Source: an optimization exercise on an open RTL-to-GDS flow (aim: small area). Production flows keep margins and buffers that such runs may drop.
The RTL was checked by simulation tests, not by an equivalence proof against the original design.
Power and IR drop assume default switching activity. The clock port is modelled as an ideal driver; clocking choices that lean on that would not hold on a real chip.

Setup of alpha:
==> flow/design.v <==
module data_mem_responder (
    input  logic        clk,
    input  logic        rst,
    input  logic        MEM_R_EN,
    input  logic        MEM_W_EN,
    input  logic [31:0] address,
    input  logic [31:0] writeData,
    output logic [31:0] readData,
    output logic        ready,
    output logic        err
);
    localparam int NR = 13;
    logic       req, legal, is_load, is_store;
    logic [5:0] w;
    logic       hi, r12;
    logic [3:0] ring_sel;
    logic [2:0] slot;
    assign req      = MEM_R_EN | MEM_W_EN;
    assign legal    = (address[31:8] == 24'h4) && (address[1:0] == 2'b00) && !(MEM_R_EN && MEM_W_EN);
    assign is_load  = MEM_R_EN & ~MEM_W_EN;
    assign is_store = MEM_W_EN & ~MEM_R_EN;
    assign w        = address[7:2];
    assign hi       = w[5] & w[4];
    assign r12      = hi & w[3] & w[2];
    assign ring_sel = hi ? w[3:0] : w[5:2];
    assign slot     = (hi & ~r12) ? 3'd4 : {1'b0, w[1:0]};
    logic [2:0] ph5;
    logic [1:0] ph4;
    logic       sweep;     
    logic       match;
    logic       sw_done;
    always_ff @(posedge clk) begin
        if (rst) begin
            ph5 <= 3'd0;
            ph4 <= 2'd0;
            sweep <= 1'b1;
        end else begin
            ph5 <= (ph5 == 3'd4) ? 3'd0 : ph5 + 3'd1;
            ph4 <= ph4 + 2'd1;
            if (ph5 == 3'd4) sweep <= 1'b0;
        end
    end
    assign match   = r12 ? (ph4 == slot[1:0]) : (ph5 == slot);
    assign sw_done = ~sweep;
    logic [31:0] tap [NR];
    logic        wr, clr;
    assign wr  = is_store & legal & match & ~rst;
    assign clr = rst | ~sw_done;
    for (genvar g = 0; g < NR; g++) begin : g_ring
        localparam int L = (g == NR - 1) ? 4 : 5;
        logic [32*L-1:0] q;
        logic            hit, ins, keep;
        if (g == NR - 1) begin : g_hit12
            assign hit = r12;
        end else begin : g_hit
            assign hit = (ring_sel == 4'(g));
        end
        assign ins    = wr & hit;
        assign keep   = ~ins & ~clr;
        assign tap[g] = q[32*L-1 -: 32];
        logic [31:0] q_in;
        dm_ins u_ins (.s1(ins), .a(writeData), .s2(keep), .b(tap[g]), .y(q_in));
        always_ff @(posedge clk) begin
            q[31:0] <= q_in;
            for (int k = 1; k < L; k++) begin
                q[32*k +: 32] <= q[32*(k-1) +: 32];
            end
        end
    end
    logic [NR-1:0] rsel;
    logic [31:0]   cap_d, x_d;
    logic          cap_v, x_v;
    logic [31:0]   read_hold;
    logic [2:0]    cnt;
    logic          done, take, ok;
    for (genvar g = 0; g < NR; g++) begin : g_rsel
        assign rsel[g] = g_ring[g].hit & match;
    end
    dm_rd u_rd (
        .sel (rsel),
        .d0 (tap[0]),  .d1 (tap[1]),  .d2 (tap[2]),  .d3 (tap[3]),
        .d4 (tap[4]),  .d5 (tap[5]),  .d6 (tap[6]),  .d7 (tap[7]),
        .d8 (tap[8]),  .d9 (tap[9]),  .d10(tap[10]), .d11(tap[11]),
        .d12(tap[12]),
        .selc(~match), .c(cap_d),
        .y  (x_d)
    );
    assign x_v = match ? sw_done : cap_v;
    always_ff @(posedge clk) begin
        cap_d <= x_d;
        cap_v <= x_v;
    end
    always_ff @(posedge clk) begin
        if (rst) begin
            cnt <= 3'd0;
        end else if (cnt == 3'd4) begin
            cnt <= 3'd0;
        end else if (cnt != 3'd0 || req) begin
            cnt <= cnt + 3'd1;
        end
    end
    assign done = (cnt == 3'd4);
    assign take = (done & is_load) | rst;
    assign ok   = legal & x_v & ~rst;
    dm_ins u_out (.s1(take & ok), .a(x_d), .s2(~take), .b(read_hold), .y(readData));
    always_ff @(posedge clk) begin
        read_hold <= readData;
    end
    assign ready = done | ((cnt == 3'd0) & ~req);
    assign err   = done & ~legal;
endmodule
module dm_ins (
    input  logic        s1,
    input  logic [31:0] a,
    input  logic        s2,
    input  logic [31:0] b,
    output logic [31:0] y
);
    assign y = ({32{s1}} & a) | ({32{s2}} & b);
endmodule
module dm_rd (
    input  logic [12:0] sel,
    input  logic [31:0] d0, d1, d2, d3, d4, d5, d6, d7, d8, d9, d10, d11, d12,
    input  logic        selc,
    input  logic [31:0] c,
    output logic [31:0] y
);
    logic [31:0] n0, n1, n2, n3, m;
    dm_aoi222 u_a0 (.s0(sel[0]), .a0(d0), .s1(sel[1]),  .a1(d1),  .s2(sel[2]),  .a2(d2),  .y(n0));
    dm_aoi222 u_a1 (.s0(sel[3]), .a0(d3), .s1(sel[4]),  .a1(d4),  .s2(sel[5]),  .a2(d5),  .y(n1));
    dm_aoi222 u_a2 (.s0(sel[6]), .a0(d6), .s1(sel[7]),  .a1(d7),  .s2(sel[8]),  .a2(d8),  .y(n2));
    dm_aoi222 u_a3 (.s0(sel[9]), .a0(d9), .s1(sel[10]), .a1(d10), .s2(sel[11]), .a2(d11), .y(n3));
    dm_nand4  u_n  (.a(n0), .b(n1), .c(n2), .d(n3), .y(m));
    dm_ao221  u_o  (.s0(sel[12]), .a0(d12), .s1(selc), .a1(c), .b(m), .y(y));
endmodule
module dm_aoi222 (
    input  logic        s0, s1, s2,
    input  logic [31:0] a0, a1, a2,
    output logic [31:0] y
);
    assign y = ~(({32{s0}} & a0) | ({32{s1}} & a1) | ({32{s2}} & a2));
endmodule
module dm_nand4 (
    input  logic [31:0] a, b, c, d,
    output logic [31:0] y
);
    assign y = ~(a & b & c & d);
endmodule
module dm_ao221 (
    input  logic        s0, s1,
    input  logic [31:0] a0, a1, b,
    output logic [31:0] y
);
    assign y = ({32{s0}} & a0) | ({32{s1}} & a1) | b;
endmodule
Settings: LEC_CHECK=0, CAP_MARGIN=0, CORE_MARGIN=2, CORE_UTILIZATION=50, PLACE_DENSITY=0.7, SLEW_MARGIN=0, SYNTH_HIERARCHICAL=1; clock period 8.0 ns.
standard.sh (not shown) runs the stock make flow with config.mk's settings and CLKGATE_MAP_FILE= SYNTH_SCRIPT=/design/flow/synth_recipe.tcl, a recipe that flattens the netlist after the stock synthesis.
==> flow/flow/run.sh <==
#!/bin/bash
# Standard ORFS flow; CTS without dummy loads, port buffers of the smallest buffer.
set -euo pipefail
export CTS_ARGS="-sink_clustering_enable -repair_clock_nets -dont_use_dummy_load -sink_clustering_size 36 -sink_clustering_max_diameter 70"
export BUFFER_PORTS_ARGS="-buffer_cell sky130_fd_sc_hd__buf_1"
bash standard.sh > standard_flow.log 2>&1
What beta does differently from alpha at the input level:
==> flow/flow/run.sh <==
#!/bin/bash
# Standard ORFS flow; CTS without dummy loads, port buffers of the smallest buffer.
set -euo pipefail
export CTS_ARGS="-sink_clustering_enable -repair_clock_nets -dont_use_dummy_load -sink_clustering_size 32 -sink_clustering_max_diameter 70"
export BUFFER_PORTS_ARGS="-buffer_cell sky130_fd_sc_hd__buf_1"
bash standard.sh > standard_flow.log 2>&1
Findings:
- Compared with alpha, number of clock buffers in the layout in beta increased by a few percent.
- Comparing beta against alpha, there is no change at all in area after synthesis.
- Fmax was higher in beta than in alpha.
- Worst setup slack, beta and alpha: lower on alpha
- | leakage power total | beta vs alpha | worse |
- Looking only at clock network area share, and setting everything else aside, the lower value of beta and alpha goes to alpha.
- Between beta and alpha, the wire length after detailed routing is lower for alpha.
- | met2 layer usage reported by global route | lower: alpha |
- In beta the max-slew headroom at the worst pin turned out 0.79 points lower than in alpha.
- The global-route usage was comparable across beta and alpha.
- Wire length of the first global-routing pass: lower on alpha

* * *

run a:
Starts from the design.v that is shown in full above.
==> flow/config.mk <==
export PLATFORM = sky130hd
export DESIGN_NAME = data_mem_responder
export DESIGN_NICKNAME = data_mem_responder
export VERILOG_FILES = /design/flow/design.v
export SDC_FILE = /design/flow/constraint.sdc
export NUM_CORES = 4
export LEC_CHECK = 0
export CAP_MARGIN = 0
export CORE_MARGIN = 2
export CORE_UTILIZATION = 40
export SLEW_MARGIN = 0
export SYNTH_HIERARCHICAL = 1
==> flow/constraint.sdc <==
create_clock -name core_clock -period 8.0 [get_ports {clk}]
set_input_delay 1.6000 -clock core_clock [delete_from_list [all_inputs] [get_ports {clk}]]
set_output_delay 1.6000 -clock core_clock [all_outputs]
set_load 0.01 [all_outputs]
==> flow/flow/run.sh <==
#!/bin/bash
# Standard ORFS flow; CTS without dummy loads, port buffers of the smallest buffer.
set -euo pipefail
export CTS_ARGS="-sink_clustering_enable -repair_clock_nets -dont_use_dummy_load -sink_clustering_size 30 -sink_clustering_max_diameter 80"
export BUFFER_PORTS_ARGS="-buffer_cell sky130_fd_sc_hd__buf_1"
bash standard.sh > standard_flow.log 2>&1
Here is what was changed in the inputs of run b compared with run a.
Settings: an added PLACE_DENSITY of 0.75; a change of CORE_UTILIZATION from 40 to 55.
==> flow/flow/run.sh <==
#!/bin/bash
# Standard ORFS flow; CTS without dummy loads, port buffers of the smallest buffer.
set -euo pipefail
export CTS_ARGS="-sink_clustering_enable -repair_clock_nets -dont_use_dummy_load -sink_clustering_size 36 -sink_clustering_max_diameter 70"
export BUFFER_PORTS_ARGS="-buffer_cell sky130_fd_sc_hd__buf_1"
bash standard.sh > standard_flow.log 2>&1
Notes after the runs:
Run b against run a: clock period minus worst slack fell 280 ps, number of non-clock buffers rose 2.1%, maximum achievable frequency rose 4.0%, area enclosed by the die boundary fell about 27%.
In run b, the length of routed wiring on met1 came out about 10% below the value in run a.

[afterwards: timing with drivers on the ports]
Ports are ideal in the flow. The routed layouts listed here were re-timed in OpenROAD.
Step 1 (the two cells are an assumption about what drives the block):
set clk [get_ports {clk}]
set_driving_cell -lib_cell sky130_fd_sc_hd__clkbuf_16 $clk
set_driving_cell -lib_cell sky130_fd_sc_hd__buf_2 [delete_from_list [all_inputs] $clk]
Step 2 also shifts input and output timing later by t, the mid clock arrival at the registers, as if the neighbouring blocks saw the same clock.
Three values: no drivers, after step 1, after step 2; two values: the first two.
run	t, ns	setup slack, ns	worst setup path after step 2	cell pins on the clock port's net
alpha	0.706	0.795 / 0.763 / 0.763	input to output	1
beta	0.703	0.821 / 0.789 / 0.789	input to output	1
run a	0.710	0.696 / 0.669 / 0.669	input to output	1
run b	0.704	0.979 / 0.952 / 0.952	input to output	1
After both steps every run listed still meets setup and hold.
